From an optimization exercise on the open Yosys and OpenROAD flow, aimed at small area; shortcuts taken in it are not production practice. The RTL was checked by simulation tests, not by an equivalence proof against the original design.

==> design/flow/design.v <==
package sha_pkg;
    localparam int WORD_W  = 32;
    localparam int BLOCK_BYTES = 64;
    localparam int ROUNDS  = 64;
    localparam int COUNT_W = 64;
    localparam logic [7:0] PAD_BYTE = 8'h80;
    localparam logic [5:0] LEN_POS  = 6'd56;
    typedef logic [WORD_W-1:0] word_t;
    typedef enum logic [2:0] {
        ST_COLLECT,
        ST_PAD,
        ST_ROUND,
        ST_FOLD,
        ST_EMIT
    } state_t;
    typedef struct packed {
        logic take_byte;
        logic write_pad;
        logic start_block;
        logic round_step;
        logic fold;
        logic restart;
        logic emit;
    } cmd_t;
    typedef struct packed {
        logic block_full;
        logic pad_done;
        logic rounds_done;
        logic final_block;
    } status_t;
    function automatic word_t init_h(input logic [2:0] i);
        case (i)
            3'd0: init_h = 32'h6a09e667;
            3'd1: init_h = 32'hbb67ae85;
            3'd2: init_h = 32'h3c6ef372;
            3'd3: init_h = 32'ha54ff53a;
            3'd4: init_h = 32'h510e527f;
            3'd5: init_h = 32'h9b05688c;
            3'd6: init_h = 32'h1f83d9ab;
            3'd7: init_h = 32'h5be0cd19;
        endcase
    endfunction
    function automatic word_t round_k(input logic [5:0] i);
        case (i)
            6'd0: round_k = 32'h428a2f98;
            6'd1: round_k = 32'h71374491;
            6'd2: round_k = 32'hb5c0fbcf;
            6'd3: round_k = 32'he9b5dba5;
            6'd4: round_k = 32'h3956c25b;
            6'd5: round_k = 32'h59f111f1;
            6'd6: round_k = 32'h923f82a4;
            6'd7: round_k = 32'hab1c5ed5;
            6'd8: round_k = 32'hd807aa98;
            6'd9: round_k = 32'h12835b01;
            6'd10: round_k = 32'h243185be;
            6'd11: round_k = 32'h550c7dc3;
            6'd12: round_k = 32'h72be5d74;
            6'd13: round_k = 32'h80deb1fe;
            6'd14: round_k = 32'h9bdc06a7;
            6'd15: round_k = 32'hc19bf174;
            6'd16: round_k = 32'he49b69c1;
            6'd17: round_k = 32'hefbe4786;
            6'd18: round_k = 32'h0fc19dc6;
            6'd19: round_k = 32'h240ca1cc;
            6'd20: round_k = 32'h2de92c6f;
            6'd21: round_k = 32'h4a7484aa;
            6'd22: round_k = 32'h5cb0a9dc;
            6'd23: round_k = 32'h76f988da;
            6'd24: round_k = 32'h983e5152;
            6'd25: round_k = 32'ha831c66d;
            6'd26: round_k = 32'hb00327c8;
            6'd27: round_k = 32'hbf597fc7;
            6'd28: round_k = 32'hc6e00bf3;
            6'd29: round_k = 32'hd5a79147;
            6'd30: round_k = 32'h06ca6351;
            6'd31: round_k = 32'h14292967;
            6'd32: round_k = 32'h27b70a85;
            6'd33: round_k = 32'h2e1b2138;
            6'd34: round_k = 32'h4d2c6dfc;
            6'd35: round_k = 32'h53380d13;
            6'd36: round_k = 32'h650a7354;
            6'd37: round_k = 32'h766a0abb;
            6'd38: round_k = 32'h81c2c92e;
            6'd39: round_k = 32'h92722c85;
            6'd40: round_k = 32'ha2bfe8a1;
            6'd41: round_k = 32'ha81a664b;
            6'd42: round_k = 32'hc24b8b70;
            6'd43: round_k = 32'hc76c51a3;
            6'd44: round_k = 32'hd192e819;
            6'd45: round_k = 32'hd6990624;
            6'd46: round_k = 32'hf40e3585;
            6'd47: round_k = 32'h106aa070;
            6'd48: round_k = 32'h19a4c116;
            6'd49: round_k = 32'h1e376c08;
            6'd50: round_k = 32'h2748774c;
            6'd51: round_k = 32'h34b0bcb5;
            6'd52: round_k = 32'h391c0cb3;
            6'd53: round_k = 32'h4ed8aa4a;
            6'd54: round_k = 32'h5b9cca4f;
            6'd55: round_k = 32'h682e6ff3;
            6'd56: round_k = 32'h748f82ee;
            6'd57: round_k = 32'h78a5636f;
            6'd58: round_k = 32'h84c87814;
            6'd59: round_k = 32'h8cc70208;
            6'd60: round_k = 32'h90befffa;
            6'd61: round_k = 32'ha4506ceb;
            6'd62: round_k = 32'hbef9a3f7;
            6'd63: round_k = 32'hc67178f2;
        endcase
    endfunction
    function automatic word_t sig0(input word_t x);
        sig0 = ((x >> 7) | (x << 25)) ^ ((x >> 18) | (x << 14)) ^ (x >> 3);
    endfunction
    function automatic word_t sig1(input word_t x);
        sig1 = ((x >> 17) | (x << 15)) ^ ((x >> 19) | (x << 13)) ^ (x >> 10);
    endfunction
    function automatic word_t bsig0(input word_t x);
        bsig0 = ((x >> 2) | (x << 30)) ^ ((x >> 13) | (x << 19)) ^ ((x >> 22) | (x << 10));
    endfunction
    function automatic word_t bsig1(input word_t x);
        bsig1 = ((x >> 6) | (x << 26)) ^ ((x >> 11) | (x << 21)) ^ ((x >> 25) | (x << 7));
    endfunction
endpackage
module sha_ctrl (
    input  logic    clk,
    input  logic    rst_n,
    input  logic    in_valid,
    input  logic    in_has_byte,
    input  logic    in_last,
    output logic    in_ready,
    output logic    out_valid,
    input  logic    out_ready,
    input  sha_pkg::status_t status,
    output sha_pkg::cmd_t    cmd
);
    sha_pkg::state_t state_reg, state_next;
    logic   closing_reg, closing_next;
    logic accept;
    assign accept = in_valid && in_ready;
    always_comb
    begin
        state_next   = state_reg;
        closing_next = closing_reg;
        unique case (state_reg)
            sha_pkg::ST_COLLECT:
            begin
                if (accept)
                begin
                    closing_next = in_last;
                    if (in_has_byte && status.block_full)
                        state_next = sha_pkg::ST_ROUND;
                    else if (in_last)
                        state_next = sha_pkg::ST_PAD;
                end
            end
            sha_pkg::ST_PAD:
            begin
                if (status.pad_done)
                    state_next = sha_pkg::ST_ROUND;
            end
            sha_pkg::ST_ROUND:
            begin
                if (status.rounds_done)
                    state_next = sha_pkg::ST_FOLD;
            end
            sha_pkg::ST_FOLD:
            begin
                if (!closing_reg)
                    state_next = sha_pkg::ST_COLLECT;
                else if (status.final_block)
                    state_next = sha_pkg::ST_EMIT;
                else
                    state_next = sha_pkg::ST_PAD;
            end
            sha_pkg::ST_EMIT:
            begin
                if (out_ready)
                begin
                    state_next   = sha_pkg::ST_COLLECT;
                    closing_next = 1'b0;
                end
            end
            default: state_next = sha_pkg::ST_COLLECT;
        endcase
    end
    always_comb
    begin
        cmd       = '0;
        in_ready  = 1'b0;
        out_valid = 1'b0;
        unique case (state_reg)
            sha_pkg::ST_COLLECT:
            begin
                in_ready      = 1'b1;
                cmd.take_byte = accept && in_has_byte;
                cmd.start_block = accept && in_has_byte && status.block_full;
            end
            sha_pkg::ST_PAD:
            begin
                cmd.write_pad   = 1'b1;
                cmd.start_block = status.pad_done;
            end
            sha_pkg::ST_ROUND: cmd.round_step = 1'b1;
            sha_pkg::ST_FOLD:  cmd.fold = 1'b1;
            sha_pkg::ST_EMIT:
            begin
                out_valid   = 1'b1;
                cmd.emit    = 1'b1;
                cmd.restart = out_ready;
            end
            default: cmd = '0;
        endcase
    end
    always_ff @(posedge clk or negedge rst_n)
    begin
        if (!rst_n)
        begin
            state_reg   <= sha_pkg::ST_COLLECT;
            closing_reg <= 1'b0;
        end
        else
        begin
            state_reg   <= state_next;
            closing_reg <= closing_next;
        end
    end
endmodule
module sha_datapath (
    input  logic        clk,
    input  logic        rst_n,
    input  logic [7:0]  data_byte,
    input  sha_pkg::cmd_t        cmd,
    output sha_pkg::status_t     status,
    output logic [63:0] digest_bits_255_192,
    output logic [63:0] digest_bits_191_128,
    output logic [63:0] digest_bits_127_64,
    output logic [63:0] digest_bits_63_0
);
    sha_pkg::word_t w_reg [16];
    sha_pkg::word_t h_reg [8];
    sha_pkg::word_t v_reg [8];
    logic [sha_pkg::COUNT_W-1:0] count_reg;
    logic [5:0] pad_pos_reg;
    logic [6:0] round_reg;
    logic       final_reg;
    logic pad_first_reg;
    logic fits;
    logic [5:0]  wr_pos;
    logic [7:0]  wr_byte;
    logic        wr_en;
    logic [63:0] bit_len;
    assign bit_len = {count_reg[sha_pkg::COUNT_W-4:0], 3'b000};
    always_comb
    begin
        wr_en   = 1'b0;
        wr_pos  = count_reg[5:0];
        wr_byte = data_byte;
        if (cmd.take_byte)
            wr_en = 1'b1;
        else if (cmd.write_pad)
        begin
            wr_en  = 1'b1;
            wr_pos = pad_first_reg ? count_reg[5:0] : pad_pos_reg;
            if (pad_first_reg)
                wr_byte = sha_pkg::PAD_BYTE;
            else if (pad_pos_reg >= sha_pkg::LEN_POS && final_reg)
                wr_byte = bit_len[6'(63 - 8 * (pad_pos_reg - sha_pkg::LEN_POS)) -: 8];
            else
                wr_byte = 8'h00;
        end
    end
    assign fits = (count_reg[5:0] < sha_pkg::LEN_POS);
    assign status.block_full  = (count_reg[5:0] == 6'd63);
    assign status.pad_done    = cmd.write_pad && (wr_pos == 6'd63);
    assign status.rounds_done = (round_reg == 7'(sha_pkg::ROUNDS - 1));
    assign status.final_block = final_reg && !pad_first_reg;
    sha_pkg::word_t s0w, s1w, t1, t2, wnew, wcur;
    assign wcur = w_reg[0];
    assign s0w  = sha_pkg::sig0(w_reg[1]);
    assign s1w  = sha_pkg::sig1(w_reg[14]);
    assign wnew = s1w + w_reg[9] + s0w + w_reg[0];
    assign t1 = v_reg[7] + sha_pkg::bsig1(v_reg[4]) + ((v_reg[4] & v_reg[5]) ^ (~v_reg[4] & v_reg[6]))
              + sha_pkg::round_k(round_reg[5:0]) + wcur;
    assign t2 = sha_pkg::bsig0(v_reg[0])
              + ((v_reg[0] & v_reg[1]) ^ (v_reg[0] & v_reg[2]) ^ (v_reg[1] & v_reg[2]));
    always_ff @(posedge clk)
    begin
        if (wr_en)
        begin
            for (int i = 0; i < 16; i++)
                for (int j = 0; j < 4; j++)
                    if (wr_pos == 6'(4 * i + j))
                        w_reg[i][31 - 8 * j -: 8] <= wr_byte;
        end
        else if (cmd.round_step)
        begin
            for (int i = 0; i < 15; i++)
                w_reg[i] <= w_reg[i+1];
            w_reg[15] <= wnew;
        end
        if (cmd.start_block)
            for (int i = 0; i < 8; i++)
                v_reg[i] <= h_reg[i];
        else if (cmd.round_step)
        begin
            v_reg[7] <= v_reg[6]; v_reg[6] <= v_reg[5]; v_reg[5] <= v_reg[4];
            v_reg[4] <= v_reg[3] + t1;
            v_reg[3] <= v_reg[2]; v_reg[2] <= v_reg[1]; v_reg[1] <= v_reg[0];
            v_reg[0] <= t1 + t2;
        end
    end
    always_ff @(posedge clk or negedge rst_n)
    begin
        if (!rst_n)
        begin
            for (int i = 0; i < 8; i++)
                h_reg[i] <= sha_pkg::init_h(3'(i));
            count_reg     <= '0;
            pad_pos_reg   <= '0;
            round_reg     <= '0;
            final_reg     <= 1'b0;
            pad_first_reg <= 1'b1;
        end
        else
        begin
            if (cmd.take_byte)
                count_reg <= count_reg + 1'b1;
            if (cmd.write_pad)
            begin
                if (pad_first_reg)
                begin
                    pad_first_reg <= 1'b0;
                    pad_pos_reg   <= count_reg[5:0] + 1'b1;
                    if (count_reg[5:0] == 6'd63)
                        final_reg <= 1'b0;
                    else
                        final_reg <= fits;
                end
                else
                    pad_pos_reg <= pad_pos_reg + 1'b1;
            end
            if (cmd.round_step)
                round_reg <= round_reg + 1'b1;
            else
                round_reg <= '0;
            if (cmd.fold)
            begin
                for (int i = 0; i < 8; i++)
                    h_reg[i] <= h_reg[i] + v_reg[i];
                pad_pos_reg <= '0;
                final_reg   <= 1'b1;
            end
            if (cmd.restart)
            begin
                for (int i = 0; i < 8; i++)
                h_reg[i] <= sha_pkg::init_h(3'(i));
                count_reg     <= '0;
                pad_pos_reg   <= '0;
                final_reg     <= 1'b0;
                pad_first_reg <= 1'b1;
            end
        end
    end
    assign digest_bits_255_192 = {h_reg[0], h_reg[1]};
    assign digest_bits_191_128 = {h_reg[2], h_reg[3]};
    assign digest_bits_127_64  = {h_reg[4], h_reg[5]};
    assign digest_bits_63_0    = {h_reg[6], h_reg[7]};
endmodule
module sha256_message_digest_unit (
    input  logic        clk,
    input  logic        rst_n,
    input  logic        in_valid,
    input  logic [7:0]  in_data_byte,
    input  logic        in_has_byte,
    input  logic        in_last,
    output logic        in_ready,
    output logic        out_valid,
    input  logic        out_ready,
    output logic [63:0] digest_bits_255_192,
    output logic [63:0] digest_bits_191_128,
    output logic [63:0] digest_bits_127_64,
    output logic [63:0] digest_bits_63_0
);
    sha_pkg::cmd_t    cmd;
    sha_pkg::status_t status;
    sha_ctrl u_ctrl (.clk(clk), .rst_n(rst_n), .in_valid(in_valid), .in_has_byte(in_has_byte),
        .in_last(in_last), .in_ready(in_ready), .out_valid(out_valid), .out_ready(out_ready),
        .status(status), .cmd(cmd));
    sha_datapath u_dp (.clk(clk), .rst_n(rst_n), .data_byte(in_data_byte), .cmd(cmd), .status(status),
        .digest_bits_255_192(digest_bits_255_192), .digest_bits_191_128(digest_bits_191_128),
        .digest_bits_127_64(digest_bits_127_64), .digest_bits_63_0(digest_bits_63_0));
endmodule
==> design/flow/run.sh <==
#!/bin/bash
# synth_recipe.tcl (not shown) runs the flow's synth.tcl, then flattens the netlist and writes it again
# the make line also repeats each setting of config.mk as NAME=value (left out here)
make -C /OpenROAD-flow-scripts/flow DESIGN_CONFIG=/design/flow/config.mk WORK_HOME=/design/flow/orfs CLKGATE_MAP_FILE= SYNTH_SCRIPT=/design/flow/synth_recipe.tcl finish
==> design/flow/config.mk <==
export PLATFORM = sky130hd
export DESIGN_NAME = sha256_message_digest_unit
export DESIGN_NICKNAME = sha256_message_digest_unit
export VERILOG_FILES = /design/flow/design.v
export SDC_FILE = /design/flow/constraint.sdc
export NUM_CORES = 4
export LEC_CHECK = 0
export CAP_MARGIN = 20
export CORE_MARGIN = 2
export CORE_UTILIZATION = 40
export SLEW_MARGIN = 20
==> design/flow/constraint.sdc <==
create_clock -name core_clock -period 20.0 [get_ports {clk}]
set_input_delay 4.0000 -clock core_clock [delete_from_list [all_inputs] [get_ports {clk}]]
set_output_delay 4.0000 -clock core_clock [all_outputs]
set_load 0.01 [all_outputs]
==> flow_summary.json <==
{
  "synth-edff-count": 768,
  "internal_power_w": 0.00716,
  "worstPathArrival_ns": 10.85,
  "busiest_layer": "met2",
  "insertion_delay_ns": 0.83,
  "synth.ff_latch_count": 1104,
  "min_path_cells": 1,
  "setup_viol": 0,
  "port_buffers": 271,
  "required_ns": 20.53,
  "htreeDepth": 4,
  "synth_warnings": 5,
  "grt_start_max_net_pins": 139,
  "ir_worst_vdd_mv": 0.121,
  "outcome": "complete, no violations",
  "syn_nets": 7579,
  "grtUsageTotal_pct": 27.0,
  "synth_ff_type": "edfxtp_1",
  "tritoncts": "built",
  "slew_headroom_pct": 22.5,
  "fin_ws_ns": 9.68,
  "cts_buffer_depth": 3,
  "die_w_um": 431,
  "use_met1_pct": 36.0,
  "dp_hpwl_mm": 187,
  "critPathKind": "flip-flop to flip-flop",
  "drc": 0,
  "p_clk_share_pct": 19.5,
  "p_seq_share_pct": 27.5,
  "yosysSeqAreaShare_pct": 43.4,
  "cap_violations": 0,
  "cts_resized": 0,
  "end_kind": "flip-flop",
  "layout-drive-gt1-share_pct": 10.0,
  "fin_crit_sh_pct": 51.6,
  "timing.setup.tns_ns": 0,
  "cts.sinks": 1104,
  "numCtsBuffers": 132,
  "gp_congestion": 1.01,
  "cp-start-kind": "flip-flop",
  "power_switching_w": 0.00531,
  "path_buf_inv": 5,
  "p_per_area_mw_per_mm2": 151,
  "p_sw_share_pct": 42.6,
  "ctsRootBufferMaster": "clkbuf_16",
  "worst_path_largest_cell_delay_ns": 0.86,
  "ios": 272,
  "vias": 55900,
  "holdWs_ns": 0.503,
  "grt_pass1_wl_mm": 374,
  "async_flop_share_pct": 30.4,
  "start_util_pct": 40.3,
  "maxSlewViolCount": 0,
  "fill_cells": 17000,
  "multi_input_area_mm2": 0.0382,
  "cp_top_family": "compound AO/OA/AOI/OAI gates",
  "grtUsageMet3_pct": 3.37,
  "wire_per_inst_um": 26.6,
  "synthCells": 6977,
  "min_period_ns": 10.32,
  "area_growth_pct": 13.1,
  "crit_slowest_cell": "dfrtp_1",
  "largest_register_ffs": 512,
  "rows": 156,
  "post_drt_via_cell_ratio": 5.83,
  "die_y_um": 431,
  "drtIter0Drc": 5444,
  "r2r_cells": 35,
  "use_met2_pct": 43.5,
  "fmax_mhz": 96.9,
  "rsz0062_at_grt": "false",
  "die-area_mm2": 0.186,
  "postSynthAreaPerCell_um2": 10.4,
  "register_area_mm2": 0.0316,
  "cp.depth": 35,
  "comb_power_share_pct": 53.1,
  "fp.coreArea_mm2": 0.181,
  "hold_class": "flip-flop to flip-flop",
  "fin_cells": 9585,
  "overflow": 0,
  "p_leak_nw": 36.2,
  "tightest_slew_ns": 1.15,
  "dpl_worst_slack_ns": 9.85,
  "antenna_found_initial": 3,
  "grt_pass1_vias": 54600,
  "synth_area_mm2": 0.0729,
  "p_total_w": 0.0125,
  "holdBufCountCts": 0,
  "wl_mm": 255,
  "nets": 7705,
  "cp_max_fo": 19,
  "synth_cell_types": 87,
  "finalHoldViolations": 0,
  "ant_nets": 0,
  "skew_ns": 0.0573,
  "post_cts.repair.setup_buffers": 0,
  "clk_pin_slew_ns": 0.06,
  "placed_cells": 9335,
  "dr.pass1.iters": 6
}
[routing by layer]
metal  vias to the layer above  wire length [µm]
li1                      25400                 -
met1                     28100            108000
met2                      1955            119000
met3                       447             14300
met4                         2             13500
met5                         -                20
[cells in the mapped netlist (all sizes together) (13+ instances only)]
cell type	instances	area share, %
a22o	13	0.16
nor2b	50	0.43
a311oi	18	0.22
fa	195	5.4
or3	41	0.36
buf	79	0.46
mux4	25	0.77
dfrtp	199	6.8
o21a	61	0.63
mux2i	38	0.52
and3	40	0.34
nor3	115	0.81
clkbuf	310	1.6
o211ai	44	0.45
xnor2	357	4.3
a21oi	468	3.2
a211oi	37	0.38
nand3	155	1.1
nand2b	59	0.51
nand2	453	2.3
a21boi	18	0.19
xor2	264	3.2
nor4	14	0.14
nor2	343	1.8
o21ai	534	3.7
a31oi	53	0.45
a21o	683	7.0
o31ai	40	0.41
o22ai	13	0.11
inv	439	2.3
o21bai	46	0.47
nand3b	15	0.15
edfxtp	768	32
ha	393	6.7
nand4	29	0.27
a211o	15	0.18
maj3	23	0.32
dfstp	137	4.9
mux2	208	3.2
[cell families after synthesis]
group / Yosys count / synth area share (%)
AOI/OAI and AO/OA: 2162 / 19.1
and+or+nand+nor: 1377 / 8.83
DFF: 1104 / 43.4
buffers and inverters: 831 / 4.33
xor gates and xnor gates: 621 / 7.46
adders and majority gates: 611 / 12.4
muxes: 271 / 4.51
[final timing paths]
kind	startpoint	slack (ns)	endpoint
max in group asynchronous	rst_n	14.74	u_dp.round_reg[3]
max	u_dp.round_reg[0]	9.68	u_dp.v_reg[0][25]
min	u_dp.w_reg[10][19]	0.50	u_dp.w_reg[9][19]
min reg2reg	u_dp.w_reg[10][19]	0.50	u_dp.w_reg[9][19]
min in group asynchronous	rst_n	3.18	u_dp.h_reg[1][3]
max reg2reg	u_dp.round_reg[0]	9.68	u_dp.v_reg[0][25]
[through the flow]
step	utilization, %	instance area, µm²
6_report	45.6	82400
5_1_grt	45.6	82400
4_1_cts	45.5	82400
3_5_place_dp	43.1	78000
3_3_place_gp	43.1	78000
2_1_floorplan	-	72900
[layout make-up]
class	instances	area share (%)
antenna	2	0.00607
clock buffer	171	4.26
clock inverter	73	1.01
inverter	442	2.01
multi-input combinational	5042	46.4
sequential	1104	38.4
tap	2370	3.60
timing repair buffer	381	4.37
[power by group through the flow]
| stage | Combinational (W) | Sequential [W] | Clock, W |
|---|---|---|---|
| 6_report | 0.00662 | 0.00343 | 0.00243 |
| 4_1_cts | 0.00658 | 0.00343 | 0.00248 |
| 2_1_floorplan | 0.00457 | 0.00334 | 0 |
| 5_1_grt | 0.00728 | 0.00345 | 0.00256 |
| 3_5_place_dp | 0.00651 | 0.00347 | 0 |
| 3_3_place_gp | 0.00645 | 0.00347 | 0 |
[cells in the final DEF, fill, tap and decap left out, types with 44 or more instances in the layout]
cell type,count
inv_1,439
xor2_1,264
o211ai_1,44
nor2_1,342
dfstp_2,137
a21oi_1,464
o21ai_0,501
o21a_1,61
clkdlybuf4s50_1,270
nand2b_1,57
a21o_1,682
mux2_2,208
dfrtp_1,197
xnor2_1,357
nor2b_1,50
buf_4,101
o21bai_1,46
clkbuf_16,132
nand3_1,154
nand2_1,451
nor3_1,113
ha_1,393
a31oi_1,53
edfxtp_1,768
fa_1,195

## static timing again, ports no longer ideal
How much do the figures lean on ideal ports? The routed layout below was timed once more, with nothing changed but the port constraints.
Step 1 (the two cells are an assumption about what drives the block):
set clk [get_ports {clk}]
set_driving_cell -lib_cell sky130_fd_sc_hd__clkbuf_16 $clk
set_driving_cell -lib_cell sky130_fd_sc_hd__buf_2 [delete_from_list [all_inputs] $clk]
Step 2 also shifts input and output timing later by t, the mid clock arrival at the registers, as if the neighbouring blocks saw the same clock.
Slacks: no drivers / after step 1 / after step 2; pairs: no drivers / after step 1.
shift t [ns]: 0.883
setup slack, ns: 9.677 / 9.677 / 9.677
worst setup path after step 2: register to register
clock arrival spread, ns: 0.060 / 0.060
After both steps this run still meets setup and hold. The setup slack of this run moves by 0.000 ns with the drivers and by 0.000 ns with both steps.
